This design comes from an exercise in tuning for a short achievable clock period and few clock cycles per item on the open sky130 flow, not from production work. RTL that was checked went through simulation tests only; none was proved equivalent to the original. Function not checked in runs 1 and 2: the RTL went through the layout flow alone. Power figures rest on the tool's default switching activity, not on a simulated workload.

### flow/design.v
`default_nettype none
package rvv_arch_pkg;
    localparam int VLEN       = 128;
    localparam int SEW        = 8;
    localparam int NUM_ELEM   = VLEN / SEW;
    localparam int NUM_VREG   = 32;
    localparam int VREG_IDX_W = 5;
    localparam int XLEN       = 32;
    localparam int INST_W     = 32;
    typedef logic [VLEN-1:0]       vreg_t;
    typedef logic [VREG_IDX_W-1:0] vidx_t;
    typedef enum logic [2:0] {
        ALU_ADD,
        ALU_SUB,
        ALU_AND,
        ALU_OR,
        ALU_XOR,
        ALU_MV,
        ALU_VID
    } alu_op_e;
    localparam logic [6:0] OPCODE_V = 7'b1010111;
    localparam logic [2:0] F3_OPIVV = 3'b000;
    localparam logic [2:0] F3_OPIVX = 3'b100;
    localparam logic [2:0] F3_OPMVV = 3'b010;
    localparam logic [5:0] F6_VADD  = 6'b000000;
    localparam logic [5:0] F6_VSUB  = 6'b000010;
    localparam logic [5:0] F6_VAND  = 6'b001001;
    localparam logic [5:0] F6_VOR   = 6'b001010;
    localparam logic [5:0] F6_VXOR  = 6'b001011;
    localparam logic [5:0] F6_VMV   = 6'b010111;
    localparam logic [5:0] F6_VMUNARY0 = 6'b010100;
    localparam logic [4:0] VS1_VID     = 5'b10001;
endpackage
`default_nettype wire
`default_nettype none
package rvv_pipe_pkg;
    localparam int P_VLEN   = 128;
    localparam int P_VIDX_W = 5;
    localparam int CQ_DEPTH = 8;
    localparam int CQ_CNT_W = $clog2(CQ_DEPTH) + 1;
    localparam int RQ_DEPTH = 8;
    localparam logic [2:0] OP_ADD  = 3'd0;
    localparam logic [2:0] OP_SUB  = 3'd1;
    localparam logic [2:0] OP_AND  = 3'd2;
    localparam logic [2:0] OP_OR   = 3'd3;
    localparam logic [2:0] OP_XOR  = 3'd4;
    localparam logic [2:0] OP_PASS = 3'd5;
    localparam int RT_W = P_VIDX_W + P_VLEN + 1;
endpackage
`default_nettype wire
`timescale 1ns/1ps
`default_nettype none
module rvv_fifo #(
    parameter int WIDTH = 1,
    parameter int DEPTH = 8
) (
    input  logic             clk,
    input  logic             rst_n,
    input  logic             push,
    input  logic [WIDTH-1:0] din,
    input  logic             pop,
    output logic [WIDTH-1:0] dout,
    output logic             empty
);
    localparam int PTR_W = $clog2(DEPTH);
    logic [WIDTH-1:0] mem [DEPTH];
    logic [PTR_W-1:0] wr_ptr;
    logic [PTR_W-1:0] rd_ptr;
    logic [PTR_W:0]   count;
    assign empty = (count == '0);
    assign dout  = mem[rd_ptr];
    always_ff @(posedge clk) begin
        if (push) begin
            mem[wr_ptr] <= din;
        end
    end
    always_ff @(posedge clk) begin
        if (!rst_n) begin
            wr_ptr <= '0;
            rd_ptr <= '0;
            count  <= '0;
        end else begin
            if (push) begin
                wr_ptr <= wr_ptr + 1'b1;
            end
            if (pop) begin
                rd_ptr <= rd_ptr + 1'b1;
            end
            if (push && !pop) begin
                count <= count + 1'b1;
            end else if (pop && !push) begin
                count <= count - 1'b1;
            end
        end
    end
endmodule
`default_nettype wire
`timescale 1ns/1ps
`default_nettype none
module rvv_decode (
    input  logic [31:0] inst,
    output logic [2:0]  op,
    output logic        legal,
    output logic        use_a,     
    output logic        use_b,     
    output logic        b_scalar,  
    output logic        b_vid      
);
    logic [5:0] funct6;
    logic [2:0] funct3;
    assign funct6 = inst[31:26];
    assign funct3 = inst[14:12];
    always_comb begin
        op       = rvv_pipe_pkg::OP_PASS;
        legal    = 1'b1;
        use_a    = 1'b0;
        use_b    = 1'b0;
        b_scalar = 1'b0;
        b_vid    = 1'b0;
        case (funct3)
            rvv_arch_pkg::F3_OPIVV: begin
                use_a = 1'b1;
                use_b = 1'b1;
                case (funct6)
                    rvv_arch_pkg::F6_VADD: op = rvv_pipe_pkg::OP_ADD;
                    rvv_arch_pkg::F6_VSUB: op = rvv_pipe_pkg::OP_SUB;
                    rvv_arch_pkg::F6_VAND: op = rvv_pipe_pkg::OP_AND;
                    rvv_arch_pkg::F6_VOR:  op = rvv_pipe_pkg::OP_OR;
                    rvv_arch_pkg::F6_VXOR: op = rvv_pipe_pkg::OP_XOR;
                    default: legal = 1'b0;
                endcase
            end
            rvv_arch_pkg::F3_OPIVX: begin
                b_scalar = 1'b1;
                case (funct6)
                    rvv_arch_pkg::F6_VADD: begin
                        op    = rvv_pipe_pkg::OP_ADD;
                        use_a = 1'b1;
                    end
                    rvv_arch_pkg::F6_VMV: op = rvv_pipe_pkg::OP_PASS;
                    default: legal = 1'b0;
                endcase
            end
            rvv_arch_pkg::F3_OPMVV: begin
                b_vid = 1'b1;
                if (funct6 != rvv_arch_pkg::F6_VMUNARY0 || inst[19:15] != rvv_arch_pkg::VS1_VID) begin
                    legal = 1'b0;
                end
            end
            default: legal = 1'b0;
        endcase
        if (inst[6:0] != rvv_arch_pkg::OPCODE_V || !inst[25]) begin
            legal = 1'b0;
        end
        if (!legal) begin
            op       = rvv_pipe_pkg::OP_PASS;
            use_a    = 1'b0;
            use_b    = 1'b0;
            b_scalar = 1'b0;
            b_vid    = 1'b0;
        end
    end
endmodule
`default_nettype wire
`timescale 1ns/1ps
`default_nettype none
module rvv_dispatch (
    input  logic                clk,
    input  logic                rst_n,
    input  logic                c_valid,
    input  logic [31:0]         c_inst,
    input  logic [7:0]          c_scalar,
    output rvv_arch_pkg::vidx_t rd_idx_a,
    output rvv_arch_pkg::vidx_t rd_idx_b,
    input  rvv_arch_pkg::vreg_t rd_data_a,
    input  rvv_arch_pkg::vreg_t rd_data_b,
    input  logic                w_en,
    input  rvv_arch_pkg::vidx_t w_vd,
    input  rvv_arch_pkg::vreg_t w_data,
    output logic                x_valid,
    output logic                x_legal,
    output rvv_arch_pkg::vidx_t x_vd,
    output logic [2:0]          x_op,
    output logic                x_fwd_a,
    output logic                x_fwd_b,
    output rvv_arch_pkg::vreg_t x_a,
    output rvv_arch_pkg::vreg_t x_b
);
    logic [2:0]          op;
    logic                legal;
    logic                use_a;
    logic                use_b;
    logic                b_scalar;
    logic                b_vid;
    rvv_arch_pkg::vidx_t vs2;
    rvv_arch_pkg::vidx_t vs1;
    rvv_arch_pkg::vreg_t a;
    rvv_arch_pkg::vreg_t b;
    rvv_arch_pkg::vreg_t vid;
    rvv_decode u_dec (
        .inst(c_inst), .op(op), .legal(legal), .use_a(use_a), .use_b(use_b),
        .b_scalar(b_scalar), .b_vid(b_vid)
    );
    assign vs2      = c_inst[24:20];
    assign vs1      = c_inst[19:15];
    assign rd_idx_a = vs2;
    assign rd_idx_b = vs1;
    always_comb begin
        for (int i = 0; i < rvv_arch_pkg::NUM_ELEM; i++) begin
            vid[i*8 +: 8] = 8'(i);
        end
    end
    assign a = (w_en && w_vd == vs2) ? w_data : rd_data_a;
    always_comb begin
        if (b_scalar) begin
            b = {rvv_arch_pkg::NUM_ELEM{c_scalar}};
        end else if (b_vid) begin
            b = vid;
        end else if (use_b) begin
            b = (w_en && w_vd == vs1) ? w_data : rd_data_b;
        end else begin
            b = '0;
        end
    end
    always_ff @(posedge clk) begin
        if (!rst_n) begin
            x_valid <= 1'b0;
        end else begin
            x_valid <= c_valid;
        end
    end
    always_ff @(posedge clk) begin
        x_legal <= legal;
        x_vd    <= c_inst[11:7];
        x_op    <= op;
        x_a     <= a;
        x_b     <= b;
        x_fwd_a <= use_a & x_valid & x_legal & (x_vd == vs2);
        x_fwd_b <= use_b & x_valid & x_legal & (x_vd == vs1);
    end
endmodule
`default_nettype wire
`timescale 1ns/1ps
`default_nettype none
module rvv_vrf (
    input  logic                clk,
    input  logic                rst_n,
    input  rvv_arch_pkg::vidx_t rd_idx_a,
    input  rvv_arch_pkg::vidx_t rd_idx_b,
    output rvv_arch_pkg::vreg_t rd_data_a,
    output rvv_arch_pkg::vreg_t rd_data_b,
    input  logic [31:0]         wr_sel,
    input  rvv_arch_pkg::vreg_t wr_data
);
    rvv_arch_pkg::vreg_t regs [rvv_arch_pkg::NUM_VREG];
    assign rd_data_a = regs[rd_idx_a];
    assign rd_data_b = regs[rd_idx_b];
    always_ff @(posedge clk) begin
        for (int i = 0; i < rvv_arch_pkg::NUM_VREG; i++) begin
            if (!rst_n) begin
                regs[i] <= '0;
            end else if (wr_sel[i]) begin
                regs[i] <= wr_data;
            end
        end
    end
endmodule
`default_nettype wire
`timescale 1ns/1ps
`default_nettype none
module rvv_alu (
    input  logic [2:0]                op,
    input  rvv_arch_pkg::vreg_t       a,
    input  rvv_arch_pkg::vreg_t       b,
    output rvv_arch_pkg::vreg_t       y
);
    always_comb begin
        for (int i = 0; i < rvv_arch_pkg::NUM_ELEM; i++) begin
            case (op)
                rvv_pipe_pkg::OP_ADD: y[i*8 +: 8] = a[i*8 +: 8] + b[i*8 +: 8];
                rvv_pipe_pkg::OP_SUB: y[i*8 +: 8] = a[i*8 +: 8] - b[i*8 +: 8];
                rvv_pipe_pkg::OP_AND: y[i*8 +: 8] = a[i*8 +: 8] & b[i*8 +: 8];
                rvv_pipe_pkg::OP_OR:  y[i*8 +: 8] = a[i*8 +: 8] | b[i*8 +: 8];
                rvv_pipe_pkg::OP_XOR: y[i*8 +: 8] = a[i*8 +: 8] ^ b[i*8 +: 8];
                default:              y[i*8 +: 8] = b[i*8 +: 8];
            endcase
        end
    end
endmodule
`default_nettype wire
`timescale 1ns/1ps
`default_nettype none
module rvv_retire (
    input  logic                  clk,
    input  logic                  rst_n,
    input  logic                  res_valid,
    input  rvv_arch_pkg::vidx_t   res_vd,
    input  rvv_arch_pkg::vreg_t   res_data,
    input  logic                  res_illegal,
    output logic                  rt_valid,
    output rvv_arch_pkg::vidx_t   rt_vd,
    output rvv_arch_pkg::vreg_t   rt_data,
    output logic                  rt_illegal,
    input  logic                  rt_ready
);
    localparam int W = rvv_pipe_pkg::RT_W;
    logic         load;
    logic         q_empty;
    logic         q_push;
    logic         q_pop;
    logic [W-1:0] q_dout;
    logic [W-1:0] res_ent;
    assign res_ent = {res_vd, res_data, res_illegal};
    assign load    = ~rt_valid | rt_ready;
    assign q_pop   = load & ~q_empty;
    assign q_push  = res_valid & ~(load & q_empty);
    rvv_fifo #(.WIDTH(W), .DEPTH(rvv_pipe_pkg::RQ_DEPTH)) u_queue (
        .clk(clk), .rst_n(rst_n),
        .push(q_push), .din(res_ent),
        .pop(q_pop), .dout(q_dout), .empty(q_empty)
    );
    always_ff @(posedge clk) begin
        if (!rst_n) begin
            rt_valid <= 1'b0;
        end else if (load) begin
            rt_valid <= ~q_empty | res_valid;
        end
    end
    always_ff @(posedge clk) begin
        if (load) begin
            {rt_vd, rt_data, rt_illegal} <= q_empty ? res_ent : q_dout;
        end
    end
endmodule
`default_nettype wire
`timescale 1ns/1ps
`default_nettype none
module rvv_backend (
    input  logic                                 clk,
    input  logic                                 rst_n,
    input  logic                                 insts_valid,
    input  logic [rvv_arch_pkg::INST_W-1:0]      insts,
    input  logic [rvv_arch_pkg::XLEN-1:0]        insts_scalar,
    output logic                                 insts_ready,
    output logic [rvv_pipe_pkg::CQ_CNT_W-1:0]    remaining_count,
    output logic                                 rt_valid,
    output rvv_arch_pkg::vidx_t                  rt_vd,
    output rvv_arch_pkg::vreg_t                  rt_data,
    output logic                                 rt_illegal,
    input  logic                                 rt_ready,
    output logic                                 rvv_idle
);
    localparam int CQ_CNT_W = rvv_pipe_pkg::CQ_CNT_W;
    localparam int CQ_DEPTH = rvv_pipe_pkg::CQ_DEPTH;
    logic                c_valid;
    logic [31:0]         c_inst;
    logic [7:0]          c_scalar;
    rvv_arch_pkg::vidx_t rd_idx_a;
    rvv_arch_pkg::vidx_t rd_idx_b;
    rvv_arch_pkg::vreg_t rd_data_a;
    rvv_arch_pkg::vreg_t rd_data_b;
    logic                x_valid;
    logic                x_legal;
    rvv_arch_pkg::vidx_t x_vd;
    logic [2:0]          x_op;
    logic                x_fwd_a;
    logic                x_fwd_b;
    rvv_arch_pkg::vreg_t x_a;
    rvv_arch_pkg::vreg_t x_b;
    rvv_arch_pkg::vreg_t alu_a;
    rvv_arch_pkg::vreg_t alu_b;
    rvv_arch_pkg::vreg_t alu_y;
    logic                w_en;
    rvv_arch_pkg::vidx_t w_vd;
    logic [31:0]         w_sel;
    rvv_arch_pkg::vreg_t w_data;
    logic [CQ_CNT_W-1:0] outstanding;
    logic [CQ_CNT_W-1:0] outstanding_nxt;
    logic                accept;
    logic                taken;
    assign accept = insts_valid & insts_ready;
    assign taken  = rt_valid & rt_ready;
    always_comb begin
        outstanding_nxt = outstanding;
        if (accept && !taken) begin
            outstanding_nxt = outstanding + 1'b1;
        end else if (taken && !accept) begin
            outstanding_nxt = outstanding - 1'b1;
        end
    end
    always_ff @(posedge clk) begin
        if (!rst_n) begin
            outstanding     <= '0;
            insts_ready     <= 1'b1;
            remaining_count <= CQ_CNT_W'(CQ_DEPTH);
            rvv_idle        <= 1'b1;
            c_valid         <= 1'b0;
        end else begin
            outstanding     <= outstanding_nxt;
            insts_ready     <= (outstanding_nxt != CQ_CNT_W'(CQ_DEPTH));
            remaining_count <= CQ_CNT_W'(CQ_DEPTH) - outstanding_nxt;
            rvv_idle        <= (outstanding_nxt == '0);
            c_valid         <= accept;
        end
    end
    always_ff @(posedge clk) begin
        c_inst   <= insts;
        c_scalar <= insts_scalar[7:0];
    end
    rvv_dispatch u_dispatch (
        .clk(clk), .rst_n(rst_n),
        .c_valid(c_valid), .c_inst(c_inst), .c_scalar(c_scalar),
        .rd_idx_a(rd_idx_a), .rd_idx_b(rd_idx_b),
        .rd_data_a(rd_data_a), .rd_data_b(rd_data_b),
        .w_en(w_en), .w_vd(w_vd), .w_data(w_data),
        .x_valid(x_valid), .x_legal(x_legal), .x_vd(x_vd), .x_op(x_op),
        .x_fwd_a(x_fwd_a), .x_fwd_b(x_fwd_b), .x_a(x_a), .x_b(x_b)
    );
    rvv_vrf u_vrf (
        .clk(clk), .rst_n(rst_n),
        .rd_idx_a(rd_idx_a), .rd_idx_b(rd_idx_b),
        .rd_data_a(rd_data_a), .rd_data_b(rd_data_b),
        .wr_sel(w_sel), .wr_data(w_data)
    );
    assign alu_a = x_fwd_a ? w_data : x_a;
    assign alu_b = x_fwd_b ? w_data : x_b;
    rvv_alu u_alu (.op(x_op), .a(alu_a), .b(alu_b), .y(alu_y));
    always_ff @(posedge clk) begin
        if (!rst_n) begin
            w_en  <= 1'b0;
            w_sel <= '0;
        end else begin
            w_en <= x_valid & x_legal;
            for (int i = 0; i < rvv_arch_pkg::NUM_VREG; i++) begin
                w_sel[i] <= x_valid & x_legal & (x_vd == 5'(i));
            end
        end
    end
    always_ff @(posedge clk) begin
        if (x_valid) begin
            w_vd   <= x_vd;
            w_data <= alu_y;
        end
    end
    rvv_retire u_retire (
        .clk(clk), .rst_n(rst_n),
        .res_valid(x_valid), .res_vd(x_vd), .res_data(alu_y), .res_illegal(~x_legal),
        .rt_valid(rt_valid), .rt_vd(rt_vd), .rt_data(rt_data),
        .rt_illegal(rt_illegal), .rt_ready(rt_ready)
    );
endmodule
`default_nettype wire
### flow/run.sh
#!/bin/bash
# synth_recipe.tcl (not shown) runs the flow's synth.tcl, then flattens the netlist and writes it again
# the make line also repeats each setting of config.mk as NAME=value (left out here)
make -C /OpenROAD-flow-scripts/flow DESIGN_CONFIG=/design/flow/config.mk WORK_HOME=/design/flow/orfs CLKGATE_MAP_FILE= SYNTH_SCRIPT=/design/flow/synth_recipe.tcl finish
### flow/config.mk
export PLATFORM = sky130hd
export DESIGN_NAME = rvv_backend
export DESIGN_NICKNAME = rvv_backend
export VERILOG_FILES = /design/flow/design.v
export SDC_FILE = /design/flow/constraint.sdc
export NUM_CORES = 8
export LEC_CHECK = 0
export CAP_MARGIN = 20
export CORE_MARGIN = 2
export CORE_UTILIZATION = 25
export SLEW_MARGIN = 20
### flow/constraint.sdc
create_clock -name core_clock -period 6.0 [get_ports {clk}]
set_input_delay 1.2000 -clock core_clock [delete_from_list [all_inputs] [get_ports {clk}]]
set_output_delay 1.2000 -clock core_clock [all_outputs]
set_load 0.01 [all_outputs]
==> flow_summary.json, run 1 <==
{
  "status": "failed layout checks",
  "so_faults": "antenna violations, max-capacitance violations, max-slew violations",
  "clk_pin_slew_ns": 0.06,
  "root_buffer": "clkbuf_16",
  "clock_sinks": 5800,
  "syn_to_final_growth_pct": 15.4,
  "routedWlPerCell_um": 34.7,
  "finalWirelength_um": 1500000,
  "path_class": "reg -> reg",
  "start_util_pct": 25.1,
  "clock_skew_ns": 0.106,
  "die_area_mm2": 1.16,
  "place_congestion": 0.957,
  "cp.required_ns": 6.97,
  "layout_common_cells": "4,504 x mux2i_1, 4,410 x dfxtp_1, 4,159 x nor2b_1, 2,647 x a22oi_1, 1,393 x and3_1",
  "ir_worst_vdd_uv": 463,
  "die_w_um": 1080,
  "final_nets": 27567,
  "drc_errors": 0,
  "gr-total-overflow": 0,
  "ctsHoldBuffers": 0,
  "worstMarginPinSlew_ns": 1.68,
  "vias": 264876,
  "grt_use_total_pct": 24.3,
  "viasPerCell": 6.14,
  "min_period_over_period_pct": 83.6,
  "p_leak_nw": 107,
  "setup_viol_count_final": 0,
  "synthDistinctLibCells": 80,
  "synth_edf_count": 1339,
  "rsz0062_at_grt": "false",
  "maxSlewHeadroom_pct": -13.2,
  "grt_pass1_wl_um": 2010000,
  "arrival_ns": 5.99,
  "syn_inst": 28167,
  "final_common_cell": "mux2i_1",
  "clk_path_buf_depth": 4,
  "fin_cells": 43144,
  "hpwl_um": 867000,
  "hold_path_class": "reg -> reg",
  "clk_latency_ns": 1.25,
  "max_cap_violations": 3,
  "cts_max_level": 6,
  "end_kind": "flip-flop",
  "die_h_um": 1080,
  "post_cts_resized": 0,
  "drive_gt1_share_pct": 9.65,
  "hold_viol": 0,
  "final_antenna_net_count": 7,
  "ys.flop_type": "dfxtp_1",
  "avgSynthCellArea_um2": 10.2,
  "dp_cells": 41658,
  "tritoncts": "yes",
  "power.density_mw_per_mm2": 275,
  "num_io_pins": 209,
  "core_area_mm2": 1.14,
  "portBuffers": 184,
  "fmaxAchievable_mhz": 199,
  "fillers": 117706,
  "crit_fanout": 50,
  "cts_setup_buffers": 0,
  "syn_area_mm2": 0.287,
  "grt_pass1_vias": 240165,
  "async_flop_share_pct": 0,
  "synth_seq_cells": 5800,
  "syn_nets": 28643,
  "seq_area_frac_synth_pct": 45.1,
  "rows": 393,
  "drt_iter0_drc": 57058,
  "ys_warn_count": 8,
  "slew_violations": 8,
  "post-route-min-period_ns": 5.02,
  "critPathLaunchType": "flip-flop",
  "first_pass_iters": 22,
  "hold_slack_ns": 0.326,
  "grt_max_degree": 261,
  "cts_made_buffers": 620,
  "antenna_found_initial": 258
}
-- state kept, by name, indices dropped and copies added, names as in the netlist, 5 cells and up, named ones only --
| signal | cells |
|---|---|
| w_sel | 32 |
| w_data | 128 |
| c_inst | 32 |
| u_dispatch.x_vd | 5 |
| u_vrf.regs | 4096 |
| u_retire.u_queue.mem | 1072 |
| u_retire.rt_vd | 5 |
| u_dispatch.x_a | 128 |
| w_vd | 5 |
| u_dispatch.x_b | 128 |
| c_scalar | 8 |
| u_retire.rt_data | 128 |
-- per-layer routing --
metal | global-route usage, % | up-vias | routed length [um]
met5 | 1.15 | - | 2590
met3 | 12.3 | 8558 | 257000
li1 | - | 101549 | -
met1 | 29.5 | 127675 | 535000
met2 | 32.7 | 26950 | 567000
met4 | 17.6 | 144 | 137000
-- critical path, cell delays in order (launching register included) --
cell and delay (ns):
dfxtp_2 0.61, buf_4 0.38, nor3b_2 0.14, buf_12 0.29, and2_4 0.47, buf_12 0.33
a2111oi_0 0.56, nand3_1 0.16, nor4_2 1.35, o21ai_0 0.27
-- stage by stage --
step | TNS (ns) | setup slack, ns | area [um2] | utilization, % | total power (W)
2_1_floorplan | -1458.83 | -1.67 | 287000 | - | 0.0472
3_3_place_gp | 0 | 1.29 | 309000 | 27.0 | 0.0518
3_5_place_dp | 0 | 1.21 | 309000 | 27.0 | 0.0519
4_1_cts | 0 | 1.29 | 330000 | 28.8 | 0.0906
5_1_grt | 0 | 0.990 | 330000 | 28.9 | 0.0927
6_report | 0 | 0.983 | 331000 | 28.9 | 0.0911
-- synth_stat cells, types with 20 or more instances --
cell	count	area [um2]
mux2i_1	4507	45100
dfxtp_1	4461	89300
nor2b_1	4163	26000
a22oi_1	2647	19900
clkbuf_1	2357	8850
and3_1	1397	8740
edfxtp_1	1339	40200
nand3_1	1023	5120
nor2_1	671	2520
nand4_1	568	3550
a21oi_1	543	2720
buf_1	541	2030
a2111oi_0	461	4040
ha_1	391	4890
o21ai_0	387	1940
nand2_1	341	1280
inv_1	330	1240
mux4_2	268	6040
nor4_1	232	1450
xnor2_1	130	1140
o32ai_1	129	1130
nor3_1	115	576
a21o_1	99	743
a221oi_1	87	762
nand2b_1	79	494
o22ai_1	76	475
or4_1	66	495
a22o_1	65	569
or3_1	59	369
and2_1	58	363
xor2_1	56	490
buf_2	52	260
o21a_1	39	293
a211oi_1	37	278
a222oi_1	31	310
a31oi_1	28	175
mux2_2	28	315
o31a_1	23	201
o2111ai_1	22	193
or2_2	21	131
nor3b_1	20	150
-- kinds of logic after synthesis --
kind of cell	Yosys count	synth area share [%]
adders and majority gates	410	1.83
AOI/OAI and AO/OA	4804	12.1
muxes	4804	17.9
buffers and inverters	3287	4.34
xor gates and xnor gates	186	0.568
DFF	5800	45.1
and+or+nand+nor	8876	18.1
-- power by group --
group	total [W]	switching, W	internal [W]
Clock	0.0397	0.0175	0.0222
Combinational	0.0101	0.00651	0.00363
Sequential	0.0412	0.000538	0.0407
-- path summary, 6_finish.rpt --
path,cells past startpoint,startpoint,to,slack [ns]
worst min-delay path,0,c_inst[9],u_dispatch.x_vd[2],0.33
worst max register to register,9,c_inst[21],u_dispatch.x_a[7],0.98
worst max-delay path,9,c_inst[21],u_dispatch.x_a[7],0.98
worst min register to register,0,c_inst[9],u_dispatch.x_vd[2],0.33
-- area by class of cell --
cell class,count,area (um2),share of cell area [%]
tap,15207,19000,5.75
multi-input combinational,19080,147000,44.3
inverter,330,1250,0.376
antenna,353,883,0.267
timing repair buffer,1259,13100,3.97
sequential,5800,130000,39.2
clock buffer,883,17700,5.36
clock inverter,232,2600,0.784
==> inputs of run 2 (changes only) <==
--- a/flow/design.v
+++ b/flow/design.v
@@ -58,2 +58,3 @@
     input  logic             rst_n,
+    input  logic             din_en,
     input  logic             push,
@@ -72,4 +73,6 @@
     always_ff @(posedge clk) begin
-        if (push) begin
-            mem[wr_ptr] <= din;
+        for (int i = 0; i < DEPTH; i++) begin
+            if (din_en && wr_ptr == PTR_W'(i)) begin
+                mem[i] <= din;
+            end
         end
@@ -169,5 +172,5 @@
     input  logic                rst_n,
-    input  logic                c_valid,
-    input  logic [31:0]         c_inst,
-    input  logic [7:0]          c_scalar,
+    input  logic                accept,
+    input  logic [31:0]         inst,
+    input  logic [7:0]          scalar,
     output rvv_arch_pkg::vidx_t rd_idx_a,
@@ -182,7 +185,8 @@
     output rvv_arch_pkg::vidx_t x_vd,
-    output logic [2:0]          x_op,
-    output logic                x_fwd_a,
-    output logic                x_fwd_b,
+    output logic [3:0]          x_op,     
+    output logic                x_sub,
+    output logic [7:0]          x_src,    
     output rvv_arch_pkg::vreg_t x_a,
-    output rvv_arch_pkg::vreg_t x_b
+    output rvv_arch_pkg::vreg_t x_b,
+    output rvv_arch_pkg::vreg_t x_pass
 );
@@ -194,15 +198,21 @@
     logic                b_vid;
+    logic                pass;
+    logic                fwd_a;
+    logic                fwd_b;
+    logic                sub;
     rvv_arch_pkg::vidx_t vs2;
     rvv_arch_pkg::vidx_t vs1;
-    rvv_arch_pkg::vreg_t a;
-    rvv_arch_pkg::vreg_t b;
+    rvv_arch_pkg::vreg_t ra;
+    rvv_arch_pkg::vreg_t rb;
+    rvv_arch_pkg::vreg_t splat;
     rvv_arch_pkg::vreg_t vid;
     rvv_decode u_dec (
-        .inst(c_inst), .op(op), .legal(legal), .use_a(use_a), .use_b(use_b),
+        .inst(inst), .op(op), .legal(legal), .use_a(use_a), .use_b(use_b),
         .b_scalar(b_scalar), .b_vid(b_vid)
     );
-    assign vs2      = c_inst[24:20];
-    assign vs1      = c_inst[19:15];
+    assign vs2      = inst[24:20];
+    assign vs1      = inst[19:15];
     assign rd_idx_a = vs2;
     assign rd_idx_b = vs1;
+    assign splat    = {rvv_arch_pkg::NUM_ELEM{scalar}};
     always_comb begin
@@ -212,14 +222,8 @@
     end
-    assign a = (w_en && w_vd == vs2) ? w_data : rd_data_a;
-    always_comb begin
-        if (b_scalar) begin
-            b = {rvv_arch_pkg::NUM_ELEM{c_scalar}};
-        end else if (b_vid) begin
-            b = vid;
-        end else if (use_b) begin
-            b = (w_en && w_vd == vs1) ? w_data : rd_data_b;
-        end else begin
-            b = '0;
-        end
-    end
+    assign ra = (w_en && w_vd == vs2) ? w_data : rd_data_a;
+    assign rb = (w_en && w_vd == vs1) ? w_data : rd_data_b;
+    assign pass  = (op == rvv_pipe_pkg::OP_PASS);
+    assign sub   = (op == rvv_pipe_pkg::OP_SUB);
+    assign fwd_a = use_a & x_valid & x_legal & (x_vd == vs2);
+    assign fwd_b = use_b & x_valid & x_legal & (x_vd == vs1);
     always_ff @(posedge clk) begin
@@ -228,3 +232,3 @@
         end else begin
-            x_valid <= c_valid;
+            x_valid <= accept;
         end
@@ -233,8 +237,14 @@
         x_legal <= legal;
-        x_vd    <= c_inst[11:7];
-        x_op    <= op;
-        x_a     <= a;
-        x_b     <= b;
-        x_fwd_a <= use_a & x_valid & x_legal & (x_vd == vs2);
-        x_fwd_b <= use_b & x_valid & x_legal & (x_vd == vs1);
+        x_vd    <= inst[11:7];
+        x_op    <= {op == rvv_pipe_pkg::OP_XOR, op == rvv_pipe_pkg::OP_OR,
+                    op == rvv_pipe_pkg::OP_AND,
+                    op == rvv_pipe_pkg::OP_ADD || op == rvv_pipe_pkg::OP_SUB};
+        x_sub   <= sub;
+        x_src   <= {pass, ~pass & fwd_a & fwd_b,
+                    ~pass & ~fwd_a & fwd_b & sub, ~pass & ~fwd_a & fwd_b & ~sub,
+                    ~pass & fwd_a & ~fwd_b & sub, ~pass & fwd_a & ~fwd_b & ~sub,
+                    ~pass & ~fwd_a & ~fwd_b & sub, ~pass & ~fwd_a & ~fwd_b & ~sub};
+        x_a     <= ra;
+        x_b     <= inst[14] ? splat : rb;
+        x_pass  <= b_scalar ? splat : (b_vid ? vid : '0);
     end
@@ -255,9 +265,15 @@
     rvv_arch_pkg::vreg_t regs [rvv_arch_pkg::NUM_VREG];
-    assign rd_data_a = regs[rd_idx_a];
-    assign rd_data_b = regs[rd_idx_b];
+    logic [31:0]         written;
+    assign rd_data_a = written[rd_idx_a] ? regs[rd_idx_a] : '0;
+    assign rd_data_b = written[rd_idx_b] ? regs[rd_idx_b] : '0;
+    always_ff @(posedge clk) begin
+        if (!rst_n) begin
+            written <= '0;
+        end else begin
+            written <= written | wr_sel;
+        end
+    end
     always_ff @(posedge clk) begin
         for (int i = 0; i < rvv_arch_pkg::NUM_VREG; i++) begin
-            if (!rst_n) begin
-                regs[i] <= '0;
-            end else if (wr_sel[i]) begin
+            if (wr_sel[i]) begin
                 regs[i] <= wr_data;
@@ -271,3 +287,4 @@
 module rvv_alu (
-    input  logic [2:0]                op,
+    input  logic [3:0]                sel,    
+    input  logic                      cin,
     input  rvv_arch_pkg::vreg_t       a,
@@ -278,10 +295,27 @@
         for (int i = 0; i < rvv_arch_pkg::NUM_ELEM; i++) begin
-            case (op)
-                rvv_pipe_pkg::OP_ADD: y[i*8 +: 8] = a[i*8 +: 8] + b[i*8 +: 8];
-                rvv_pipe_pkg::OP_SUB: y[i*8 +: 8] = a[i*8 +: 8] - b[i*8 +: 8];
-                rvv_pipe_pkg::OP_AND: y[i*8 +: 8] = a[i*8 +: 8] & b[i*8 +: 8];
-                rvv_pipe_pkg::OP_OR:  y[i*8 +: 8] = a[i*8 +: 8] | b[i*8 +: 8];
-                rvv_pipe_pkg::OP_XOR: y[i*8 +: 8] = a[i*8 +: 8] ^ b[i*8 +: 8];
-                default:              y[i*8 +: 8] = b[i*8 +: 8];
-            endcase
+            logic [7:0] ae, be, g, p, x, s;
+            logic [8:0] gg, pp, g1, p1, g2, p2, g3;
+            ae = a[i*8 +: 8];
+            be = b[i*8 +: 8];
+            g  = ae & be;
+            x  = ae ^ be;
+            p  = ae | be;
+            gg = {g, cin};
+            pp = {p, 1'b0};
+            for (int k = 0; k < 9; k++) begin
+                g1[k] = (k >= 1) ? (gg[k] | (pp[k] & gg[k-1])) : gg[k];
+                p1[k] = (k >= 1) ? (pp[k] & pp[k-1]) : pp[k];
+            end
+            for (int k = 0; k < 9; k++) begin
+                g2[k] = (k >= 2) ? (g1[k] | (p1[k] & g1[k-2])) : g1[k];
+                p2[k] = (k >= 2) ? (p1[k] & p1[k-2]) : p1[k];
+            end
+            for (int k = 0; k < 9; k++) begin
+                g3[k] = (k >= 4) ? (g2[k] | (p2[k] & g2[k-4])) : g2[k];
+            end
+            s = x ^ g3[7:0];
+            y[i*8 +: 8] = ({8{sel[0]}} & s)
+                        | ({8{sel[1]}} & g)
+                        | ({8{sel[2]}} & p)
+                        | ({8{sel[3]}} & x);
         end
@@ -318,3 +352,3 @@
         .clk(clk), .rst_n(rst_n),
-        .push(q_push), .din(res_ent),
+        .din_en(res_valid), .push(q_push), .din(res_ent),
         .pop(q_pop), .dout(q_dout), .empty(q_empty)
@@ -354,5 +388,2 @@
     localparam int CQ_DEPTH = rvv_pipe_pkg::CQ_DEPTH;
-    logic                c_valid;
-    logic [31:0]         c_inst;
-    logic [7:0]          c_scalar;
     rvv_arch_pkg::vidx_t rd_idx_a;
@@ -364,11 +395,20 @@
     rvv_arch_pkg::vidx_t x_vd;
-    logic [2:0]          x_op;
-    logic                x_fwd_a;
-    logic                x_fwd_b;
+    logic [3:0]          x_op;
+    logic                x_sub;
+    logic [7:0]          x_src;
     rvv_arch_pkg::vreg_t x_a;
     rvv_arch_pkg::vreg_t x_b;
-    rvv_arch_pkg::vreg_t alu_a;
-    rvv_arch_pkg::vreg_t alu_b;
+    rvv_arch_pkg::vreg_t x_pass;
+    rvv_arch_pkg::vreg_t y_00;
+    rvv_arch_pkg::vreg_t y_00s;
+    rvv_arch_pkg::vreg_t y_10;
+    rvv_arch_pkg::vreg_t y_10s;
+    rvv_arch_pkg::vreg_t y_01;
+    rvv_arch_pkg::vreg_t y_01s;
+    rvv_arch_pkg::vreg_t y_11;
     rvv_arch_pkg::vreg_t alu_y;
+    rvv_arch_pkg::vreg_t y_prev;
+    logic                w_valid;
     logic                w_en;
+    logic                w_ill;
     rvv_arch_pkg::vidx_t w_vd;
@@ -376,2 +416,3 @@
     rvv_arch_pkg::vreg_t w_data;
+    rvv_arch_pkg::vreg_t w_data_n;
     logic [CQ_CNT_W-1:0] outstanding;
@@ -396,3 +437,2 @@
             rvv_idle        <= 1'b1;
-            c_valid         <= 1'b0;
         end else begin
@@ -402,12 +442,7 @@
             rvv_idle        <= (outstanding_nxt == '0);
-            c_valid         <= accept;
         end
     end
-    always_ff @(posedge clk) begin
-        c_inst   <= insts;
-        c_scalar <= insts_scalar[7:0];
-    end
     rvv_dispatch u_dispatch (
         .clk(clk), .rst_n(rst_n),
-        .c_valid(c_valid), .c_inst(c_inst), .c_scalar(c_scalar),
+        .accept(accept), .inst(insts), .scalar(insts_scalar[7:0]),
         .rd_idx_a(rd_idx_a), .rd_idx_b(rd_idx_b),
@@ -415,4 +450,5 @@
         .w_en(w_en), .w_vd(w_vd), .w_data(w_data),
-        .x_valid(x_valid), .x_legal(x_legal), .x_vd(x_vd), .x_op(x_op),
-        .x_fwd_a(x_fwd_a), .x_fwd_b(x_fwd_b), .x_a(x_a), .x_b(x_b)
+        .x_valid(x_valid), .x_legal(x_legal), .x_vd(x_vd),
+        .x_op(x_op), .x_sub(x_sub), .x_src(x_src),
+        .x_a(x_a), .x_b(x_b), .x_pass(x_pass)
     );
@@ -424,11 +460,33 @@
     );
-    assign alu_a = x_fwd_a ? w_data : x_a;
-    assign alu_b = x_fwd_b ? w_data : x_b;
-    rvv_alu u_alu (.op(x_op), .a(alu_a), .b(alu_b), .y(alu_y));
+    rvv_alu u_alu_00  (.sel(x_op),    .cin(1'b0), .a(x_a),    .b(x_b),     .y(y_00));
+    rvv_alu u_alu_00s (.sel(4'b0001), .cin(1'b1), .a(x_a),    .b(~x_b),    .y(y_00s));
+    rvv_alu u_alu_10  (.sel(x_op),    .cin(1'b0), .a(y_prev), .b(x_b),     .y(y_10));
+    rvv_alu u_alu_10s (.sel(4'b0001), .cin(1'b1), .a(y_prev), .b(~x_b),    .y(y_10s));
+    rvv_alu u_alu_01  (.sel(x_op),    .cin(1'b0), .a(x_a),    .b(y_prev),  .y(y_01));
+    rvv_alu u_alu_01s (.sel(4'b0001), .cin(1'b1), .a(x_a),    .b(~y_prev), .y(y_01s));
+    always_comb begin
+        for (int i = 0; i < rvv_arch_pkg::NUM_ELEM; i++) begin
+            y_11[i*8 +: 8] = ({8{x_op[0] & ~x_sub}} & {y_prev[i*8 +: 7], 1'b0})
+                           | ({8{x_op[1] | x_op[2]}} & y_prev[i*8 +: 8]);
+        end
+    end
+    assign alu_y = ({rvv_arch_pkg::VLEN{x_src[0]}} & y_00)
+                 | ({rvv_arch_pkg::VLEN{x_src[1]}} & y_00s)
+                 | ({rvv_arch_pkg::VLEN{x_src[2]}} & y_10)
+                 | ({rvv_arch_pkg::VLEN{x_src[3]}} & y_10s)
+                 | ({rvv_arch_pkg::VLEN{x_src[4]}} & y_01)
+                 | ({rvv_arch_pkg::VLEN{x_src[5]}} & y_01s)
+                 | ({rvv_arch_pkg::VLEN{x_src[6]}} & y_11)
+                 | ({rvv_arch_pkg::VLEN{x_src[7]}} & x_pass);
+    always_ff @(posedge clk) begin
+        y_prev <= alu_y;
+    end
     always_ff @(posedge clk) begin
         if (!rst_n) begin
-            w_en  <= 1'b0;
-            w_sel <= '0;
+            w_valid <= 1'b0;
+            w_en    <= 1'b0;
+            w_sel   <= '0;
         end else begin
-            w_en <= x_valid & x_legal;
+            w_valid <= x_valid;
+            w_en    <= x_valid & x_legal;
             for (int i = 0; i < rvv_arch_pkg::NUM_VREG; i++) begin
@@ -439,10 +497,10 @@
     always_ff @(posedge clk) begin
-        if (x_valid) begin
-            w_vd   <= x_vd;
-            w_data <= alu_y;
-        end
+        w_vd     <= x_vd;
+        w_ill    <= ~x_legal;
+        w_data_n <= ~alu_y;
     end
+    assign w_data = ~w_data_n;
     rvv_retire u_retire (
         .clk(clk), .rst_n(rst_n),
-        .res_valid(x_valid), .res_vd(x_vd), .res_data(alu_y), .res_illegal(~x_legal),
+        .res_valid(w_valid), .res_vd(w_vd), .res_data(w_data), .res_illegal(w_ill),
         .rt_valid(rt_valid), .rt_vd(rt_vd), .rt_data(rt_data),
--- a/flow/config.mk
+++ b/flow/config.mk
@@ -7,5 +7,9 @@
 export LEC_CHECK = 0
+export ABC_CLOCK_PERIOD_IN_PS = 1500
 export CAP_MARGIN = 20
 export CORE_MARGIN = 2
-export CORE_UTILIZATION = 25
+export CORE_UTILIZATION = 30
+export PLACE_DENSITY = 0.45
+export SETUP_SLACK_MARGIN = 3.4
 export SLEW_MARGIN = 20
+export TNS_END_PERCENT = 100
==> run 2 against run 1 <==
The layout fails its checks (antenna violations); clock-buffer cell count rose by 9; clock skew rose by 0.0081 ns; routed wire length is 28% higher; combinational power is 100% higher; die area is 17% lower; hold slack improved by 0.15 ns; register-to-register slack gained 2.1 ns; largest cell class is now registers; setup slack better by 1.5 ns; largest power group unchanged; final area up 14%; sequential share of layout area rose by 6.6 points; synthesized cell count shrank 20%.
==> flow_summary.json, run 2 <==
{
  "status": "failed layout checks",
  "so_faults": "antenna violations",
  "min_period_over_period_pct": 57.9,
  "ys_warn_count": 9,
  "ctsHoldBuffers": 0,
  "path_cells": "buf_16, buf_12, nand3b_1, buf_6, buf_4, nor2_4, buf_12, a222oi_1, nand3_1, nor3_2, nand4_1, a31o_2",
  "first_pass_iters": 17,
  "synth_top_cell_by_area": "edfxtp_1",
  "multi_input_area_mm2": 0.116,
  "p_leak_nw": 132,
  "r2r_slack_ns": 3.05,
  "portBuffers": 184,
  "yosysMostFrequentCell": "edfxtp_1",
  "hold_slack_ns": 0.477,
  "hold_viol": 0,
  "die_h_um": 978,
  "arrival_ns": 4.49,
  "ir_worst_vdd_uv": 368,
  "async_flop_share_pct": 0,
  "r2r_start": "u_dispatch.x_a[40]",
  "fin_util_pct": 39.9,
  "synth_seq_cells": 5938,
  "finalWirelength_um": 1930000,
  "setup_viol_count_final": 0,
  "worstMarginPinSlew_ns": 1.38,
  "syn_nets": 24195,
  "clock_sinks": 5938,
  "rr_endpoint": "w_data_n[46]",
  "clk_latency_ns": 1.20,
  "cp.required_ns": 7.01,
  "clock_skew_ns": 0.114,
  "cts_made_buffers": 687,
  "hold_end": "remaining_count[3]",
  "cts_max_level": 6,
  "syn_to_final_growth_pct": 32.6,
  "avgSynthCellArea_um2": 12.6,
  "slowest_stage": "nand4_1",
  "grt_pass1_wl_um": 2390000,
  "ys.flop_type": "edfxtp_1",
  "synth_top_area_share_pct": 55.9,
  "critPathLaunchType": "input port",
  "layout_common_cells": "5,302 x edfxtp_1, 3,267 x a22oi_1, 1,675 x buf_4, 1,420 x ha_1, 1,270 x nand2_1",
  "top_regs": "u_vrf.regs (4096), u_retire.u_queue.mem (1072)",
  "top_register": "u_vrf.regs",
  "vias": 267787,
  "syn_area_mm2": 0.285,
  "final_cell_area_mm2": 0.377,
  "max_stage_delay_ns": 0.75,
  "grt_pass1_vias": 235866,
  "hp-start": "rst_n",
  "clk_path_buf_depth": 5,
  "num_io_pins": 209,
  "largest_reg_flops": 4096,
  "slew_violations": 0,
  "drt_iter0_drc": 56941,
  "drc_errors": 0,
  "crit_fanout": 4,
  "grt_max_degree": 123,
  "synthTopCellsByArea": "edfxtp_1 56%, a22oi_1 9.8%, ha_1 6.7%",
  "crit_family": "simple AND/OR/NAND/NOR gates",
  "gr-total-overflow": 0,
  "maxSlewHeadroom_pct": 7.73,
  "placed_area_mm2": 0.313,
  "final_antenna_net_count": 1,
  "cpMostUsedCell": "buf_12",
  "rsz0062_at_grt": "true",
  "reg2reg_depth": 10,
  "clk_pin_slew_ns": 0.06,
  "synth_common_cells": "5,302 x edfxtp_1, 3,704 x a22oi_1, 1,519 x ha_1, 1,307 x nand2_1, 994 x inv_1",
  "start_util_pct": 30.1,
  "routedWlPerCell_um": 49.8,
  "fillers": 88341,
  "max_cap_violations": 0,
  "setup_tns_ns": 0,
  "antenna_found_initial": 242,
  "final_common_cell": "edfxtp_1",
  "viasPerCell": 6.93,
  "post-route-min-period_ns": 3.47,
  "end_kind": "flip-flop",
  "place_congestion": 0.958,
  "seq_area_frac_synth_pct": 60.4,
  "die_w_um": 978,
  "power.density_mw_per_mm2": 288,
  "die_area_mm2": 0.956,
  "grt_use_total_pct": 37.6,
  "syn_inst": 22559,
  "root_buffer": "clkbuf_16",
  "tritoncts": "yes",
  "hold_path_class": "in -> reg",
  "cp_num_buf_inv": 5,
  "path_class": "in -> reg",
  "final_nets": 26936,
  "synth_edf_count": 5302,
  "rows": 357,
  "hpwl_um": 1060000,
  "min_delay_path_depth": 3,
  "synthDistinctLibCells": 89,
  "fmaxAchievable_mhz": 288,
  "drive_gt1_share_pct": 27.5,
  "seq_area_mm2": 0.173,
  "core_area_mm2": 0.945
}
## run 2: cell types whose count changed after synthesis, sizes merged, moves of 734 or more
cell / change
nand2: +966
and3: -1290
ha: +1128
nand3: -734
a22oi: +1057
dfxtp: -3825
clkbuf: -1489
mux2i: -4440
nor2b: -3996
edfxtp: +3963
## run 2: worst min-delay path, stage by stage
cell and delay [ns]:
buf_2 0.10, buf_4 0.19, nand2_1 0.08
## run 2: per-layer routing
layer	share of wire, %	vias up	GRT usage, %	routed length [um]
li1	-	95765	-	-
met5	0.21	-	1.90	4060
met4	10	119	29.2	199000
met1	34	134593	45.1	658000
met2	39	28532	52.0	757000
met3	16	8778	17.0	307000
## run 2: area by class of cell
cell class                 instances  area share (%)
clock buffer                     892            4.91
clock inverter                   300           0.720
timing repair inverter             2         0.00464
inverter                        1001            1.07
sequential                      5938            45.8
multi-input combinational      14142            30.8
antenna                          272           0.180
tap                            12565            4.17
timing repair buffer            3528            12.3
## run 2: cells by family (layout without fill, tap and decap cells)
family,Yosys count,in the layout,synth area share [%]
AO/OA/AOI/OAI,7480,7480,19.1
flip-flops,5938,5938,60.4
AND/OR/NAND/NOR,4329,4357,7.58
buffers and inverters,2507,5723,3.43
adder cells (fa/ha/maj),1568,1568,7.02
XOR/XNOR,499,499,1.54
multiplexers,238,238,0.944
other,0,272,0
## run 2: where the power goes
part	switching [W]	total (W)	internal, W
Clock	0.0186	0.0422	0.0236
Combinational	0.0135	0.0204	0.00693
Sequential	0.000777	0.0462	0.0454
Total	0.0329	0.109	0.0759
## run 2: metrics by stage
stage                     power [W]  cells  worst slack (ns)
final                         0.109  38640              2.53
after global routing          0.110  38411              2.82
after CTS                     0.106  37703              2.82
after detailed placement     0.0618  35092             0.827
after global placement       0.0618  35084             0.560
after floorplan              0.0534  22559              2.17
## run 2: what timing repair did
item	4_1_cts	5_1_grt
setup endpoints to repair	1061	785
cloned	200	73
resized for setup	3140	1562
pin swaps	557	821
setup buffers	1219	591
## run 2: how the worst max path moves through the flow
stage / slack, ns / cells after the start / endpoint / from
finish: 2.53 / 12 / u_dispatch.x_b[6] / insts[18]
global route: 2.82 / 12 / u_dispatch.x_b[6] / insts[18]
CTS: 2.82 / 1 / rt_data[98] / u_retire.rt_data[98]
detailed placement: 0.83 / 10 / u_dispatch.x_b[77] / insts[19]
global placement: 0.56 / 8 / u_dispatch.x_b[77] / insts[17]
floorplan: 2.17 / 3 / u_retire.rt_data[0] / rt_ready
==> inputs of run 3 (changes only) <==
--- a/flow/design.v
+++ b/flow/design.v
@@ -65,13 +65,18 @@
 );
-    localparam int PTR_W = $clog2(DEPTH);
     logic [WIDTH-1:0] mem [DEPTH];
-    logic [PTR_W-1:0] wr_ptr;
-    logic [PTR_W-1:0] rd_ptr;
-    logic [PTR_W:0]   count;
-    assign empty = (count == '0);
-    assign dout  = mem[rd_ptr];
+    logic [DEPTH:0]   fill;      
+    logic [DEPTH-1:0] put;       
+    assign empty = fill[0];
+    assign dout  = mem[0];
+    always_comb begin
+        for (int i = 0; i < DEPTH; i++) begin
+            put[i] = din_en & (pop ? fill[i + 1] : fill[i]);
+        end
+    end
     always_ff @(posedge clk) begin
         for (int i = 0; i < DEPTH; i++) begin
-            if (din_en && wr_ptr == PTR_W'(i)) begin
+            if (put[i]) begin
                 mem[i] <= din;
+            end else if (pop) begin
+                mem[i] <= (i + 1 < DEPTH) ? mem[(i + 1) % DEPTH] : mem[i];
             end
@@ -81,17 +86,7 @@
         if (!rst_n) begin
-            wr_ptr <= '0;
-            rd_ptr <= '0;
-            count  <= '0;
-        end else begin
-            if (push) begin
-                wr_ptr <= wr_ptr + 1'b1;
-            end
-            if (pop) begin
-                rd_ptr <= rd_ptr + 1'b1;
-            end
-            if (push && !pop) begin
-                count <= count + 1'b1;
-            end else if (pop && !push) begin
-                count <= count - 1'b1;
-            end
+            fill <= (DEPTH+1)'(1);
+        end else if (push && !pop) begin
+            fill <= {fill[DEPTH-1:0], 1'b0};
+        end else if (pop && !push) begin
+            fill <= {1'b0, fill[DEPTH:1]};
         end
@@ -175,6 +170,7 @@
     input  logic [7:0]          scalar,
-    output rvv_arch_pkg::vidx_t rd_idx_a,
-    output rvv_arch_pkg::vidx_t rd_idx_b,
-    input  rvv_arch_pkg::vreg_t rd_data_a,
-    input  rvv_arch_pkg::vreg_t rd_data_b,
+    input  logic [rvv_arch_pkg::NUM_VREG*rvv_arch_pkg::VLEN-1:0] regs,
+    input  logic [31:0]         written,
+    input  logic                y_en,
+    input  rvv_arch_pkg::vidx_t y_vd,
+    input  rvv_arch_pkg::vreg_t y_data,
     input  logic                w_en,
@@ -192,2 +188,9 @@
 );
+    logic [2:0]          d_op;
+    logic                d_legal;
+    logic                d_use_a;
+    logic                d_use_b;
+    logic                d_b_scalar;
+    logic                d_b_vid;
+    logic                r_valid;
     logic [2:0]          op;
@@ -198,2 +201,7 @@
     logic                b_vid;
+    logic                vx;
+    rvv_arch_pkg::vidx_t vd;
+    logic [7:0]          scalar_q;
+    logic [31:0]         oh_a;
+    logic [31:0]         oh_b;
     logic                pass;
@@ -206,2 +214,8 @@
     rvv_arch_pkg::vreg_t rb;
+    logic [31:0]         sel_a;
+    logic [31:0]         sel_b;
+    logic                byp_a;
+    logic                byp_b;
+    logic                bypy_a;
+    logic                bypy_b;
     rvv_arch_pkg::vreg_t splat;
@@ -209,10 +223,30 @@
     rvv_decode u_dec (
-        .inst(inst), .op(op), .legal(legal), .use_a(use_a), .use_b(use_b),
-        .b_scalar(b_scalar), .b_vid(b_vid)
+        .inst(inst), .op(d_op), .legal(d_legal), .use_a(d_use_a), .use_b(d_use_b),
+        .b_scalar(d_b_scalar), .b_vid(d_b_vid)
     );
-    assign vs2      = inst[24:20];
-    assign vs1      = inst[19:15];
-    assign rd_idx_a = vs2;
-    assign rd_idx_b = vs1;
-    assign splat    = {rvv_arch_pkg::NUM_ELEM{scalar}};
+    always_ff @(posedge clk) begin
+        if (!rst_n) begin
+            r_valid <= 1'b0;
+        end else begin
+            r_valid <= accept;
+        end
+    end
+    always_ff @(posedge clk) begin
+        op       <= d_op;
+        legal    <= d_legal;
+        use_a    <= d_use_a;
+        use_b    <= d_use_b;
+        b_scalar <= d_b_scalar;
+        b_vid    <= d_b_vid;
+        vx       <= inst[14];
+        vs2      <= inst[24:20];
+        vs1      <= inst[19:15];
+        vd       <= inst[11:7];
+        scalar_q <= scalar;
+        for (int k = 0; k < rvv_arch_pkg::NUM_VREG; k++) begin
+            oh_a[k] <= (inst[24:20] == 5'(k));
+            oh_b[k] <= (inst[19:15] == 5'(k)) & ~inst[14];
+        end
+    end
+    assign splat    = {rvv_arch_pkg::NUM_ELEM{scalar_q}};
     always_comb begin
@@ -222,4 +256,18 @@
     end
-    assign ra = (w_en && w_vd == vs2) ? w_data : rd_data_a;
-    assign rb = (w_en && w_vd == vs1) ? w_data : rd_data_b;
+    assign byp_a  = w_en & (w_vd == vs2);
+    assign byp_b  = w_en & (w_vd == vs1) & ~vx;
+    assign bypy_a = y_en & (y_vd == vs2);
+    assign bypy_b = y_en & (y_vd == vs1) & ~vx;
+    always_comb begin
+        for (int k = 0; k < rvv_arch_pkg::NUM_VREG; k++) begin
+            sel_a[k] = oh_a[k] & written[k];
+            sel_b[k] = oh_b[k] & written[k];
+        end
+        ra = '0;
+        rb = {rvv_arch_pkg::VLEN{vx}} & splat;
+        for (int k = 0; k < rvv_arch_pkg::NUM_VREG; k++) begin
+            ra = ra | ({rvv_arch_pkg::VLEN{sel_a[k]}} & regs[k*rvv_arch_pkg::VLEN +: rvv_arch_pkg::VLEN]);
+            rb = rb | ({rvv_arch_pkg::VLEN{sel_b[k]}} & regs[k*rvv_arch_pkg::VLEN +: rvv_arch_pkg::VLEN]);
+        end
+    end
     assign pass  = (op == rvv_pipe_pkg::OP_PASS);
@@ -232,3 +280,3 @@
         end else begin
-            x_valid <= accept;
+            x_valid <= r_valid;
         end
@@ -237,3 +285,3 @@
         x_legal <= legal;
-        x_vd    <= inst[11:7];
+        x_vd    <= vd;
         x_op    <= {op == rvv_pipe_pkg::OP_XOR, op == rvv_pipe_pkg::OP_OR,
@@ -246,4 +294,4 @@
                     ~pass & ~fwd_a & ~fwd_b & sub, ~pass & ~fwd_a & ~fwd_b & ~sub};
-        x_a     <= ra;
-        x_b     <= inst[14] ? splat : rb;
+        x_a     <= bypy_a ? y_data : (byp_a ? w_data : ra);
+        x_b     <= bypy_b ? y_data : (byp_b ? w_data : rb);
         x_pass  <= b_scalar ? splat : (b_vid ? vid : '0);
@@ -257,13 +305,7 @@
     input  logic                rst_n,
-    input  rvv_arch_pkg::vidx_t rd_idx_a,
-    input  rvv_arch_pkg::vidx_t rd_idx_b,
-    output rvv_arch_pkg::vreg_t rd_data_a,
-    output rvv_arch_pkg::vreg_t rd_data_b,
     input  logic [31:0]         wr_sel,
-    input  rvv_arch_pkg::vreg_t wr_data
+    input  rvv_arch_pkg::vreg_t wr_data,
+    output logic [rvv_arch_pkg::NUM_VREG*rvv_arch_pkg::VLEN-1:0] regs,
+    output logic [31:0]         written
 );
-    rvv_arch_pkg::vreg_t regs [rvv_arch_pkg::NUM_VREG];
-    logic [31:0]         written;
-    assign rd_data_a = written[rd_idx_a] ? regs[rd_idx_a] : '0;
-    assign rd_data_b = written[rd_idx_b] ? regs[rd_idx_b] : '0;
     always_ff @(posedge clk) begin
@@ -278,3 +320,3 @@
             if (wr_sel[i]) begin
-                regs[i] <= wr_data;
+                regs[i*rvv_arch_pkg::VLEN +: rvv_arch_pkg::VLEN] <= wr_data;
             end
@@ -295,27 +337,15 @@
         for (int i = 0; i < rvv_arch_pkg::NUM_ELEM; i++) begin
-            logic [7:0] ae, be, g, p, x, s;
-            logic [8:0] gg, pp, g1, p1, g2, p2, g3;
-            ae = a[i*8 +: 8];
-            be = b[i*8 +: 8];
-            g  = ae & be;
-            x  = ae ^ be;
-            p  = ae | be;
-            gg = {g, cin};
-            pp = {p, 1'b0};
-            for (int k = 0; k < 9; k++) begin
-                g1[k] = (k >= 1) ? (gg[k] | (pp[k] & gg[k-1])) : gg[k];
-                p1[k] = (k >= 1) ? (pp[k] & pp[k-1]) : pp[k];
-            end
-            for (int k = 0; k < 9; k++) begin
-                g2[k] = (k >= 2) ? (g1[k] | (p1[k] & g1[k-2])) : g1[k];
-                p2[k] = (k >= 2) ? (p1[k] & p1[k-2]) : p1[k];
-            end
-            for (int k = 0; k < 9; k++) begin
-                g3[k] = (k >= 4) ? (g2[k] | (p2[k] & g2[k-4])) : g2[k];
-            end
-            s = x ^ g3[7:0];
+            logic [7:0] ae, be, s;
+            logic [4:0] lo;
+            logic [3:0] hi0, hi1;
+            ae  = a[i*8 +: 8];
+            be  = b[i*8 +: 8];
+            lo  = {1'b0, ae[3:0]} + {1'b0, be[3:0]} + {4'b0, cin};
+            hi0 = ae[7:4] + be[7:4];
+            hi1 = ae[7:4] + be[7:4] + 4'd1;
+            s   = {lo[4] ? hi1 : hi0, lo[3:0]};
             y[i*8 +: 8] = ({8{sel[0]}} & s)
-                        | ({8{sel[1]}} & g)
-                        | ({8{sel[2]}} & p)
-                        | ({8{sel[3]}} & x);
+                        | ({8{sel[1]}} & (ae & be))
+                        | ({8{sel[2]}} & (ae | be))
+                        | ({8{sel[3]}} & (ae ^ be));
         end
@@ -337,3 +367,4 @@
     output logic                  rt_illegal,
-    input  logic                  rt_ready
+    input  logic                  rt_ready,
+    output logic                  taken
 );
@@ -346,4 +377,9 @@
     logic [W-1:0] res_ent;
+    logic [W-1:0] nxt;
+    logic [W-1:0] held;
+    logic         valid;
     assign res_ent = {res_vd, res_data, res_illegal};
-    assign load    = ~rt_valid | rt_ready;
+    assign load    = ~valid | rt_ready;
+    assign nxt     = q_empty ? res_ent : q_dout;
+    assign taken   = valid & rt_ready;
     assign q_pop   = load & ~q_empty;
@@ -357,5 +393,5 @@
         if (!rst_n) begin
-            rt_valid <= 1'b0;
+            valid <= 1'b0;
         end else if (load) begin
-            rt_valid <= ~q_empty | res_valid;
+            valid <= ~q_empty | res_valid;
         end
@@ -364,3 +400,12 @@
         if (load) begin
-            {rt_vd, rt_data, rt_illegal} <= q_empty ? res_ent : q_dout;
+            held <= nxt;
+        end
+    end
+    always_ff @(posedge clk) begin
+        if (!rst_n) begin
+            rt_valid <= 1'b0;
+            {rt_vd, rt_data, rt_illegal} <= '0;
+        end else begin
+            rt_valid <= load ? (~q_empty | res_valid) : valid;
+            {rt_vd, rt_data, rt_illegal} <= load ? nxt : held;
         end
@@ -388,6 +433,4 @@
     localparam int CQ_DEPTH = rvv_pipe_pkg::CQ_DEPTH;
-    rvv_arch_pkg::vidx_t rd_idx_a;
-    rvv_arch_pkg::vidx_t rd_idx_b;
-    rvv_arch_pkg::vreg_t rd_data_a;
-    rvv_arch_pkg::vreg_t rd_data_b;
+    logic [rvv_arch_pkg::NUM_VREG*rvv_arch_pkg::VLEN-1:0] regs;
+    logic [31:0]         written;
     logic                x_valid;
@@ -409,2 +452,6 @@
     rvv_arch_pkg::vreg_t alu_y;
+    logic                y_valid;
+    logic                y_en;
+    logic                y_ill;
+    rvv_arch_pkg::vidx_t y_vd;
     rvv_arch_pkg::vreg_t y_prev;
@@ -416,3 +463,2 @@
     rvv_arch_pkg::vreg_t w_data;
-    rvv_arch_pkg::vreg_t w_data_n;
     logic [CQ_CNT_W-1:0] outstanding;
@@ -421,4 +467,5 @@
     logic                taken;
-    assign accept = insts_valid & insts_ready;
-    assign taken  = rt_valid & rt_ready;
+    logic                rt_taken;
+    assign accept = insts_valid & (outstanding != CQ_CNT_W'(CQ_DEPTH));
+    assign taken  = rt_taken;
     always_comb begin
@@ -447,4 +494,4 @@
         .accept(accept), .inst(insts), .scalar(insts_scalar[7:0]),
-        .rd_idx_a(rd_idx_a), .rd_idx_b(rd_idx_b),
-        .rd_data_a(rd_data_a), .rd_data_b(rd_data_b),
+        .regs(regs), .written(written),
+        .y_en(y_en), .y_vd(y_vd), .y_data(y_prev),
         .w_en(w_en), .w_vd(w_vd), .w_data(w_data),
@@ -456,5 +503,4 @@
         .clk(clk), .rst_n(rst_n),
-        .rd_idx_a(rd_idx_a), .rd_idx_b(rd_idx_b),
-        .rd_data_a(rd_data_a), .rd_data_b(rd_data_b),
-        .wr_sel(w_sel), .wr_data(w_data)
+        .wr_sel(w_sel), .wr_data(w_data),
+        .regs(regs), .written(written)
     );
@@ -481,6 +527,5 @@
     always_ff @(posedge clk) begin
-        y_prev <= alu_y;
-    end
-    always_ff @(posedge clk) begin
         if (!rst_n) begin
+            y_valid <= 1'b0;
+            y_en    <= 1'b0;
             w_valid <= 1'b0;
@@ -489,6 +534,8 @@
         end else begin
-            w_valid <= x_valid;
-            w_en    <= x_valid & x_legal;
+            y_valid <= x_valid;
+            y_en    <= x_valid & x_legal;
+            w_valid <= y_valid;
+            w_en    <= y_en;
             for (int i = 0; i < rvv_arch_pkg::NUM_VREG; i++) begin
-                w_sel[i] <= x_valid & x_legal & (x_vd == 5'(i));
+                w_sel[i] <= y_en & (y_vd == 5'(i));
             end
@@ -497,7 +544,9 @@
     always_ff @(posedge clk) begin
-        w_vd     <= x_vd;
-        w_ill    <= ~x_legal;
-        w_data_n <= ~alu_y;
+        y_prev <= alu_y;
+        y_vd   <= x_vd;
+        y_ill  <= ~x_legal;
+        w_data <= y_prev;
+        w_vd   <= y_vd;
+        w_ill  <= y_ill;
     end
-    assign w_data = ~w_data_n;
     rvv_retire u_retire (
@@ -506,3 +555,3 @@
         .rt_valid(rt_valid), .rt_vd(rt_vd), .rt_data(rt_data),
-        .rt_illegal(rt_illegal), .rt_ready(rt_ready)
+        .rt_illegal(rt_illegal), .rt_ready(rt_ready), .taken(rt_taken)
     );
==> flow/config.mk (replaced) <==
export PLATFORM = sky130hd
export DESIGN_NAME = rvv_backend
export DESIGN_NICKNAME = rvv_backend
export VERILOG_FILES = /design/flow/design.v
export SDC_FILE = /design/flow/constraint.sdc
export NUM_CORES = 8
export LEC_CHECK = 0
export CAP_MARGIN = 50
export CORE_MARGIN = 2
export CORE_UTILIZATION = 42
export PLACE_DENSITY = 0.45
export SETUP_SLACK_MARGIN = 3.3
export SLEW_MARGIN = 65
export TNS_END_PERCENT = 100
==> run 3 against run 2 <==
The run now finishes clean; register-to-register slack improved by 0.10 ns; setup slack improved by 0.37 ns; global-route usage rose by 6.2 points; total power shrank 13%; fmax up 12%; clock skew shrank 0.063 ns; sequential share of layout area rose by 4.6 points; final area is 7.1% lower; via count fell by 12%.
==> flow_summary.json, run 3 <==
{
  "p_total_w": 0.0942,
  "rows": 304,
  "slowest_stage": "dfxtp_4",
  "arrival_ns": 1.91,
  "drc_errors": 0,
  "r2r_slack_ns": 3.15,
  "place_congestion": 0.928,
  "slew_violations": 0,
  "die_w_um": 834,
  "min_period_over_period_pct": 51.8,
  "setup.worst_path.start": "u_retire.rt_data[122]",
  "dp_cells": 30543,
  "cp_num_buf_inv": 1,
  "hold_viol": 0,
  "die_area_mm2": 0.695,
  "avgSynthCellArea_um2": 13.4,
  "p_leak_nw": 113,
  "ir_worst_vdd_uv": 339,
  "seq_area_mm2": 0.177,
  "core_area_mm2": 0.685,
  "finalWirelength_um": 1600000,
  "power.density_mw_per_mm2": 269,
  "max_stage_delay_ns": 0.58,
  "ys.flop_type": "edfxtp_1",
  "vias": 235088,
  "fmaxAchievable_mhz": 322,
  "syn_nets": 23018,
  "layout_common_cells": "5,168 x edfxtp_1, 1,974 x a22oi_1, 1,234 x a221oi_1, 1,173 x a22o_1, 1,122 x ha_1",
  "status": "complete, no violations",
  "grt_max_degree": 120,
  "tritoncts": "yes",
  "routedWlPerCell_um": 49.4,
  "end_kind": "output pin",
  "yosysMostFrequentCell": "edfxtp_1",
  "async_flop_share_pct": 0,
  "top_register": "u_vrf.regs",
  "post-route-min-period_ns": 3.11,
  "synth_common_cells": "5,168 x edfxtp_1, 1,998 x a22oi_1, 1,266 x a221oi_1, 1,204 x ha_1, 1,173 x a22o_1",
  "grt_use_total_pct": 43.9,
  "rr_endpoint": "u_dispatch.x_b[27]",
  "antenna_found_initial": 159,
  "syn_area_mm2": 0.289,
  "endpoint": "rt_data[122]",
  "hold_path_class": "in -> reg",
  "setup_viol_count_final": 0,
  "multi_input_area_mm2": 0.108,
  "clk_path_buf_depth": 4,
  "drive_gt1_share_pct": 21.5,
  "largest_reg_flops": 4096,
  "final_common_cell": "edfxtp_1",
  "portBuffers": 184,
  "path_class": "reg -> out",
  "synthDistinctLibCells": 87,
  "r2r_start": "u_vrf.written[7]",
  "fin_cells": 32294,
  "cp.required_ns": 4.80,
  "setup_tns_ns": 0,
  "clock_skew_ns": 0.0511,
  "syn_to_final_growth_pct": 21.3,
  "max_cap_violations": 0,
  "rsz0062_at_grt": "true",
  "synth_edf_count": 5168,
  "ys_warn_count": 8,
  "final_nets": 23857,
  "reg2reg_depth": 8,
  "grt_pass1_wl_um": 2050000,
  "top_regs": "u_vrf.regs (4096), u_retire.u_queue.mem (1072), u_retire.held (134)",
  "crit_fanout": 1,
  "drt_iter0_drc": 45319,
  "cp.depth": 1,
  "hpwl_um": 1010000,
  "start_util_pct": 42.2,
  "grt_pass1_vias": 216383,
  "clk_pin_slew_ns": 0.06,
  "crit_family": "flip-flops",
  "synth_top_area_share_pct": 53.7,
  "viasPerCell": 7.28,
  "worstMarginPinSlew_ns": 0.872,
  "root_buffer": "clkbuf_16",
  "synth_top_cell_by_area": "edfxtp_1",
  "synth_seq_cells": 6176,
  "fin_util_pct": 51.1,
  "clock_sinks": 6176,
  "die_h_um": 834,
  "path_cells": "buf_6",
  "critPathLaunchType": "flip-flop",
  "cts_max_level": 6,
  "syn_inst": 21554,
  "synthTopCellsByArea": "edfxtp_1 54%, dfxtp_1 7.0%, ha_1 5.2%",
  "cts_made_buffers": 690,
  "clk_latency_ns": 1.20,
  "fillers": 58288,
  "seq_area_frac_synth_pct": 60.7,
  "maxSlewHeadroom_pct": 41.9,
  "num_io_pins": 209,
  "final_antenna_net_count": 0,
  "first_pass_iters": 10,
  "gr-total-overflow": 0
}
run 3: cell types whose count changed after synthesis, moves of 201 or more:
cell      before   now
nand2_1     1307   938
a221oi_1     251  1266
o21ai_0      814   610
nand3_1      289    72
a22o_1       147  1173
xnor2_1      235   468
nor2_1       806   415
inv_1        994   642
o211ai_1     220    19
a222oi_1     374    32
dfxtp_1      636  1008
a22oi_1     3704  1998
ha_1        1519  1204
mux2_2       163   955
run 3: cells by family (layout without fill, tap and decap cells):
family	after synthesis	in the layout	share of synthesized area (%)
other	0	123	0
buffers and inverters	2321	3758	3.16
multiplexers	1147	1147	4.39
AND/OR/NAND/NOR	3127	3127	5.61
adder cells (fa/ha/maj)	1397	1397	6.55
flip-flops	6176	6176	60.7
AO/OA/AOI/OAI	6732	6732	17.5
XOR/XNOR	654	654	2.14
run 3: area by class of cell:
class	instances	share of cell area (%)
clock inverters	320	1.03
multi-input cells	13057	30.9
well taps	9180	3.28
flip-flops and latches	6176	50.4
clock buffers	970	5.50
inverters	650	0.744
repair buffers	1818	8.10
diodes	123	0.0878
run 3: stage by stage:
stage	area [um2]	hold slack, ns	worst slack, ns
2_1_floorplan	289000	0.310	1.55
3_3_place_gp	306000	0.311	1.72
3_5_place_dp	319000	0.312	1.82
4_1_cts	346000	0.238	2.90
5_1_grt	350000	0.283	2.92
6_report	350000	0.302	2.89
run 3: how the worst min path moves through the flow:
| stage | end | cells past startpoint | slack, ns | startpoint |
|---|---|---|---|---|
| 4_1_cts | u_dispatch.vx | 1 | 0.24 | insts[14] |
| 2_1_floorplan | u_dispatch.x_legal | 0 | 0.31 | u_dispatch.legal |
| 6_report | u_dispatch.vs1[4] | 1 | 0.30 | insts[19] |
| 5_1_grt | u_dispatch.vs1[4] | 1 | 0.28 | insts[19] |
| 3_3_place_gp | u_dispatch.x_vd[0] | 0 | 0.31 | u_dispatch.vd[0] |
| 3_5_place_dp | u_dispatch.x_vd[3] | 0 | 0.31 | u_dispatch.vd[3] |
run 3: metal layers:
metal	GRT usage, %	vias up	share of wire, %
li1	-	88057	-
met1	56.1	118659	36
met2	63.0	22239	41
met3	15.9	6044	14
met4	27.8	89	8.0
met5	0.0273	-	0.043
run 3: what timing repair did:
item,CTS,global route
hold buffers,0,0
pin swaps,85,134
buffers inserted,146,131
cloned,16,17
setup endpoints to repair,619,785
gates resized for setup,1274,519
run 3: where the power goes:
group	internal [W]	switching (W)
clock	0.0249	0.0191
sequential	0.0467	0.000336
combinational	0.00129	0.00193
total	0.0729	0.0214
Testbench counts of run 3, summed over its fixed seeds: cycles 3,240, items 3,200.

re-timing with driven ports:
In the flow no input, the clock included, has a driving cell. The finished layouts below were timed again as built, in two steps. Step 1 assumes that a clkbuf_16 drives the clock port and a buf_2 every other input. Step 2 times the ports against the registers' clock, not the clock port: input delays grow and output delays shrink by t, the midpoint of the rising clock arrivals with the driver on. Slacks: no drivers / after step 1 / after step 2; pairs: no drivers / after step 1.
run	shift t [ns]	slack for setup (ns)	latest minus earliest clock arrival (ns)	slew at the worst register clock pin (ns)
run 1	1.319	0.983 / 0.983 / 0.983	0.122 / 0.122	0.07 / 0.07
run 2	1.312	2.526 / 2.288 / 0.976	0.118 / 0.119	0.07 / 0.07
run 3	1.327	2.894 / 2.743 / 2.103	0.060 / 0.060	0.07 / 0.07
For run 2, which loses most, drivers alone change the setup slack by -0.238 ns; drivers and shift together by -1.550 ns.
